Context: an optimization exercise on an open-source flow, tuned for small area and a short achievable clock period. The choices shown serve that exercise and are no tape-out recipe. RTL that was checked went through simulation tests only; none was proved equivalent to the original. Power figures rest on the tool's default switching activity, not on a simulated workload.

amber:
==> flow/design.v (excerpt) <==
module obstacle_field #(
    parameter int NUM_OBSTACLES = 10,
    parameter int SCROLL_SPEED  = 4
) (
    input  logic                                                   clk,
    input  logic                                                   rst_n,
    input  logic [1:0]                                             gamemode,
    output logic [playfield_pkg::score_bits-1:0]                   score,
    output logic [NUM_OBSTACLES-1:0][playfield_pkg::x_bits-1:0]    box_left,
    output logic [NUM_OBSTACLES-1:0][playfield_pkg::x_bits-1:0]    box_right,
    output logic [NUM_OBSTACLES-1:0][playfield_pkg::y_bits-1:0]    box_top,
    output logic [NUM_OBSTACLES-1:0][playfield_pkg::y_bits-1:0]    box_bottom
);
Size: ~1700 cells after synthesis, about 390 flip-flops, about 400 I/O pins, roughly 0.019 mm2 of cells after synthesis.
Settings: LEC_CHECK=0, CAP_MARGIN=20, CORE_MARGIN=2, CORE_UTILIZATION=60, CTS_BUF_LIST=sky130_fd_sc_hd__clkbuf_8, SLEW_MARGIN=20; clock period 13.0 ns.
standard.sh (not shown) runs the stock make flow with config.mk's settings and CLKGATE_MAP_FILE= SYNTH_SCRIPT=/design/flow/synth_recipe.tcl, a recipe that flattens the netlist after the stock synthesis.
==> flow/flow/run.sh <==
#!/bin/bash
# Standard layout, with the smallest buffer on every port and timing repair
# aiming at a shorter period than the constraint asks.
set -euo pipefail
export BUFFER_PORTS_ARGS="-buffer_cell sky130_fd_sc_hd__buf_1"
export SETUP_SLACK_MARGIN=8
bash standard.sh > standard.log 2>&1
amber went all the way through the flow, and no timing, DRC or antenna check failed.
The following lists how fjord was set up differently from amber:
--- a/flow/flow/run.sh
+++ b/flow/flow/run.sh
@@ -4,4 +4,4 @@
 set -euo pipefail
 export BUFFER_PORTS_ARGS="-buffer_cell sky130_fd_sc_hd__buf_1"
-export SETUP_SLACK_MARGIN=8
+export SETUP_SLACK_MARGIN=9.3
 bash standard.sh > standard.log 2>&1
[summary]
Changes observed in fjord relative to amber: switching share of total power increased by 1.8 points relative to the old numbers; maximum achievable frequency increased by 9.0% relative to the old numbers. Delta (fjord minus amber): final standard cell utilization of the core now larger, post-route total power went up by 7.3%. Cmp fjord vs amber: share of total power in sequential cells lower in fjord. Summary of the comparison: worst setup slack is higher in fjord, relative to amber. On clock edge transition at the registers on the reported setup and hold paths, fjord and amber are basically level.
Edits applied to the flow inputs when going from fjord to quartz:
--- a/flow/flow/run.sh
+++ b/flow/flow/run.sh
@@ -4,4 +4,4 @@
 set -euo pipefail
 export BUFFER_PORTS_ARGS="-buffer_cell sky130_fd_sc_hd__buf_1"
-export SETUP_SLACK_MARGIN=9.3
+export SETUP_SLACK_MARGIN=8.8
 bash standard.sh > standard.log 2>&1
## What came out
- Going from fjord to quartz, multi-input logic area shrank by more than 10%.
- Total routed wire length on the met1 layer: quartz < fjord
- Post-route total power, quartz vs fjord: down by a few percent
- Compared to fjord, quartz has via count 13% lower.
- quartz vs fjord — number of clock buffer instances in the layout rose about 1.3%.
- Combined flip-flop and latch cell area across quartz and fjord: no real change.
- Looking at final worst-path cycle share across quartz and fjord, the one that comes out higher is fjord.
- quartz vs. fjord: minimum clock period after layout down 34 ps, global-route usage down 4.8 points.
Function was not checked in any run of this note: the RTL went through the layout flow alone.

========
build 66:
Starting RTL as in the previous note.
clock: 13.0 ns
lec_check: 0
cap_margin: 20
core_margin: 2
core_utilization: 60
cts_buf_list: sky130_fd_sc_hd__clkbuf_16
cts_cluster_diameter: 80
cts_cluster_size: 30
slew_margin: 20
==> flow/flow/run.sh <==
#!/bin/bash
# Standard layout, with the smallest buffer on every port and timing repair
# aiming at a shorter period than the constraint asks.
set -euo pipefail
export BUFFER_PORTS_ARGS="-buffer_cell sky130_fd_sc_hd__buf_1"
export SETUP_SLACK_MARGIN=8.8
bash standard.sh > standard.log 2>&1
Build 66 completed every stage of the flow, and the final layout passed the timing, DRC and antenna checks.
Relative to build 66, the following input files were edited for build 3:
# build 66
export LEC_CHECK = 0
export CAP_MARGIN = 20
export CORE_MARGIN = 2
export CORE_UTILIZATION = 60
export CTS_BUF_LIST = sky130_fd_sc_hd__clkbuf_16
export CTS_CLUSTER_DIAMETER = 80
export CTS_CLUSTER_SIZE = 30
export SLEW_MARGIN = 20
create_clock -name core_clock -period 13.0 [get_ports {clk}]
# build 3
export LEC_CHECK = 0
export CAP_MARGIN = 20
export CORE_MARGIN = 2
export CORE_UTILIZATION = 60
export CTS_BUF_LIST = sky130_fd_sc_hd__clkbuf_8
export CTS_CLUSTER_DIAMETER = 60
export CTS_CLUSTER_SIZE = 20
export SLEW_MARGIN = 20
create_clock -name core_clock -period 13.0 [get_ports {clk}]
==> comparison <==
- Comparing build 3 and build 66, final design instance area without fill is lower on build 66.
- Compared build 66 against build 3; combinational fraction of design power within noise.
- Build 3 ended up with a lower worst hold slack than build 66 did.
- Global-route usage: build 3 > build 66
- Clock-cell share of area (higher): build 3
- Relative to build 66, clock skew increased by 19 ps in build 3.
- Standard cell with the maximum stage delay on the critical path = sky130_fd_sc_hd__dfstp_4: build 3; standard cell with the maximum stage delay on the critical path = sky130_fd_sc_hd__dfstp_2: build 66
- [compare] base=build 66 new=build 3: clock-buffer cell count has increased; number of filler instances in the final layout has remained practically unchanged; minimum setup slack in the final design has decreased.
Changes in build 49 relative to build 3:
# build 3
export LEC_CHECK = 0
export CAP_MARGIN = 20
export CORE_MARGIN = 2
export CORE_UTILIZATION = 60
export CTS_BUF_LIST = sky130_fd_sc_hd__clkbuf_8
export CTS_CLUSTER_DIAMETER = 60
export CTS_CLUSTER_SIZE = 20
export SLEW_MARGIN = 20
create_clock -name core_clock -period 13.0 [get_ports {clk}]
# build 49
export LEC_CHECK = 0
export CAP_MARGIN = 20
export CORE_MARGIN = 2
export CORE_UTILIZATION = 60
export CTS_BUF_LIST = sky130_fd_sc_hd__clkbuf_8
export SLEW_MARGIN = 20
create_clock -name core_clock -period 13.0 [get_ports {clk}]
--- a/flow/flow/run.sh
+++ b/flow/flow/run.sh
@@ -4,4 +4,4 @@
 set -euo pipefail
 export BUFFER_PORTS_ARGS="-buffer_cell sky130_fd_sc_hd__buf_1"
-export SETUP_SLACK_MARGIN=8.8
+export SETUP_SLACK_MARGIN=9.0
 bash standard.sh > standard.log 2>&1
Notes after the runs:
The final reports for build 49 and build 3 show global router's overall resource usage higher in the former. Of build 3 and build 49, the higher clock transition time at the flip-flop clock pins of the worst setup and hold paths belongs to build 3. Wire length per cell after detailed routing (build 49 vs. build 3) increases by more than a quarter. Looking at share of power burned in combinational logic, build 49 sits 0.4 points above build 3. Final critical-path required period of build 3 is on par with build 49. Between build 3 and build 49, the least setup slack across all paths after layout does not differ in any meaningful way.
Function was not checked in any run of this note: the RTL went through the layout flow alone.

========
v17:
Another version of the RTL of obstacle_field (not shown whole).
Size in the first run: ~1,600 cells after synthesis, ~370 flip-flops, roughly 400 I/O pins, about 18,000 um2 of cells after synthesis.
==> flow/config.mk <==
export PLATFORM = sky130hd
export DESIGN_NAME = obstacle_field
export DESIGN_NICKNAME = obstacle_field
export VERILOG_FILES = /design/flow/design.v
export SDC_FILE = /design/flow/constraint.sdc
export NUM_CORES = 4
export LEC_CHECK = 0
export CAP_MARGIN = 0
export CORE_MARGIN = 2
export CORE_UTILIZATION = 65
export CTS_BUF_LIST = sky130_fd_sc_hd__clkbuf_16
export CTS_CLUSTER_DIAMETER = 80
export CTS_CLUSTER_SIZE = 30
export SLEW_MARGIN = 0
==> flow/constraint.sdc <==
create_clock -name core_clock -period 13.0 [get_ports {clk}]
set_input_delay 2.6000 -clock core_clock [delete_from_list [all_inputs] [get_ports {clk}]]
set_output_delay 2.6000 -clock core_clock [all_outputs]
set_load 0.01 [all_outputs]
==> flow/flow/run.sh <==
#!/bin/bash
# Standard layout, with the smallest buffer on every port, timing repair
# aiming at a shorter period than the constraint asks, and the tie cells of
# the constant outputs paired (one conb_1 drives a HI and a LO port).
set -euo pipefail
export BUFFER_PORTS_ARGS="-buffer_cell sky130_fd_sc_hd__buf_1"
export SETUP_SLACK_MARGIN=8.85
results="$PWD/orfs/results/sky130hd/obstacle_field/base"
bash standard.sh "$results/3_3_place_gp.odb" > standard_place.log 2>&1
TIE_ODB="$results/3_3_place_gp.odb" openroad -no_init -no_splash -exit flow/merge_ties.tcl > merge_ties.log 2>&1
bash standard.sh > standard.log 2>&1
==> flow/flow/merge_ties.tcl <==
# Pair the tie cells that each drive one constant output port: one conb_1 has
# both a HI and a LO pin, so each LO tie cell's port moves to the LO pin of the
# nearest HI tie cell, and the emptied cell is removed.
set odb_file $::env(TIE_ODB)
read_db $odb_file
set block [ord::get_db_block]

proc port_xy {net} {
  set bt [lindex [$net getBTerms] 0]
  set bb [$bt getBBox]
  return [list [expr {([$bb xMin] + [$bb xMax]) / 2}] [expr {([$bb yMin] + [$bb yMax]) / 2}]]
}

set his {}
set los {}
foreach inst [$block getInsts] {
  if {[[$inst getMaster] getName] ne "sky130_fd_sc_hd__conb_1"} { continue }
  set hnet [[$inst findITerm HI] getNet]
  set lnet [[$inst findITerm LO] getNet]
  if {$hnet ne "NULL" && $lnet eq "NULL" && [llength [$hnet getBTerms]] == 1 && [llength [$hnet getITerms]] == 1} {
    lappend his [list $inst [port_xy $hnet]]
  } elseif {$lnet ne "NULL" && $hnet eq "NULL" && [llength [$lnet getBTerms]] == 1 && [llength [$lnet getITerms]] == 1} {
    lappend los [list $inst [port_xy $lnet]]
  }
}
puts "tie cells: [llength $his] HI, [llength $los] LO"

set merged 0
foreach lo $los {
  lassign $lo linst lxy
  set best -1
  set bestd 0
  set i 0
  foreach hi $his {
    lassign $hi hinst hxy
    set d [expr {abs([lindex $hxy 0] - [lindex $lxy 0]) + abs([lindex $hxy 1] - [lindex $lxy 1])}]
    if {$best < 0 || $d < $bestd} { set best $i; set bestd $d }
    incr i
  }
  if {$best < 0} { break }
  set hinst [lindex [lindex $his $best] 0]
  set his [lreplace $his $best $best]
  set it [$linst findITerm LO]
  set net [$it getNet]
  $it disconnect
  [$hinst findITerm LO] connect $net
  odb::dbInst_destroy $linst
  incr merged
  puts "merged [$net getName] at distance [expr {$bestd / 1000.0}] um"
}
puts "merged $merged tie cells"
write_db $odb_file
Both conditions hold for v17: the flow ran to the end and the final layout passed the timing, DRC and antenna checks.
Relative to v17, the following input files were edited for v20:
- a change of CAP_MARGIN from 0 to 20
- a change of SLEW_MARGIN from 0 to 20
- a change of CORE_UTILIZATION from 65 to 60
diff --git a/flow/flow/run.sh b/flow/flow/run.sh
--- a/flow/flow/run.sh
+++ b/flow/flow/run.sh
@@ -6,3 +6,3 @@
 export BUFFER_PORTS_ARGS="-buffer_cell sky130_fd_sc_hd__buf_1"
-export SETUP_SLACK_MARGIN=8.85
+export SETUP_SLACK_MARGIN=8.8
 results="$PWD/orfs/results/sky130hd/obstacle_field/base"
==> comparison <==
v20: done, clean on timing, DRC and antenna. Synthesis-to-layout area growth, v17 and v20: smaller value in v20. Between v20 and v17, it is v20 whose initial antenna violation count is higher, by 1. Summary of the comparison: maximum frequency is lower in v20, relative to v17. | power share of the combinational group | v17 vs v20 | ≈ equal |. Compared v20 against v17; instance area after placement within noise.
What v21 does differently from v20 at the input level:
- CAP_MARGIN: 20 -> 0
- SLEW_MARGIN: 20 -> 0
- CORE_UTILIZATION: 60 -> 65
- TNS_END_PERCENT: unset -> 30
Notes after the runs:
- The flow did not stop early for v21: all stages ran, and the layout cleared the timing, DRC and antenna checks.
- Every stage of the flow completed for v20, and the final layout passed the timing, DRC and antenna checks.
- On non-clock buffer count, v20 and v21 are basically level.
- In the tables for v20 and v21, core occupancy in the finished layout reads lower with v20.
- For tap cell count, dividing the value from v20 by the value from v21 gives 1.14.
- Standard cell area after detailed placement of v20 is on par with v21.
- v21 ends up with lower final cell count than v20 does.
- v20 leaves more setup margin than v21.
[inputs] v28 vs v21
- TNS_END_PERCENT no longer set, was 30
[summary]
Relative to v21, share of the core filled with cells in the final layout has gone up in v28. Going from v21 to v28, first-iteration DRC count shrank by a few percent. Compared with v21, v28 shows a via count that is 0.83% higher. v28 and v21 ended up with nearly the same largest voltage drop on the vdd net. Via count of the first global-routing pass on v28 is up relative to v21. Sort v28 and v21 by final cycle utilization of the critical path, descending, and v21 comes first. Delta(critical path arrival, v28 - v21) < 0. Row final wirelength: v28 higher / v21 lower. Comparing number of antenna cells inserted for v28 and v21, the smaller number came from v21.
[inputs] v16 vs v28
- CORE_UTILIZATION: 65 -> 60
Findings:
Compared with v28, in v16 placeable core region rose about 9%; setup slack fell 0.010 ns; final period utilization about even; total power density per cell area fell about 0.5%.

==> port drivers added, routing unchanged <==
In the flow no input, the clock included, has a driving cell. The finished layouts below were timed again as built, in two steps.
Step 1, drivers: a clkbuf_16 drives clk and a buf_2 each remaining input, both assumed.
Step 2, shift: input delay + t, output delay - t, t = (earliest + latest rising clock arrival at the registers) / 2. This alone moves slack from input paths to output paths.
Three values: ideal, step 1, step 2; two values: the first two.
run | t (ns) | slack for setup (ns) | hold WS [ns] | clock arrival spread, ns
amber | 0.607 | 8.377 / 8.375 / 7.789 | 0.379 / 0.379 / 0.379 | 0.022 / 0.023
fjord | 0.636 | 8.757 / 8.709 / 8.639 | 0.378 / 0.378 / 0.378 | 0.026 / 0.026
quartz | 0.633 | 8.791 / 8.742 / 8.389 | 0.386 / 0.386 / 0.386 | 0.035 / 0.035
build 66 | 0.579 | 8.835 / 8.782 / 8.401 | 0.395 / 0.395 / 0.395 | 0.023 / 0.023
build 3 | 0.656 | 8.779 / 8.732 / 8.405 | 0.389 / 0.389 / 0.389 | 0.042 / 0.042
build 49 | 0.635 | 8.776 / 8.730 / 8.510 | 0.379 / 0.379 / 0.379 | 0.055 / 0.056
v17 | 0.575 | 8.832 / 8.783 / 8.635 | 0.369 / 0.369 / 0.369 | 0.033 / 0.033
v20 | 0.572 | 8.811 / 8.758 / 8.569 | 0.367 / 0.367 / 0.367 | 0.030 / 0.030
v21 | 0.574 | 8.762 / 8.713 / 8.433 | 0.369 / 0.369 / 0.369 | 0.034 / 0.034
v28 | 0.575 | 8.830 / 8.780 / 8.466 | 0.375 / 0.375 / 0.375 | 0.031 / 0.031
v16 | 0.570 | 8.820 / 8.767 / 8.576 | 0.367 / 0.367 / 0.367 | 0.029 / 0.029
After both steps setup and hold are still met in every run listed. The setup slack of amber, which loses most, moves by -0.002 ns with the drivers and by -0.588 ns with both steps.
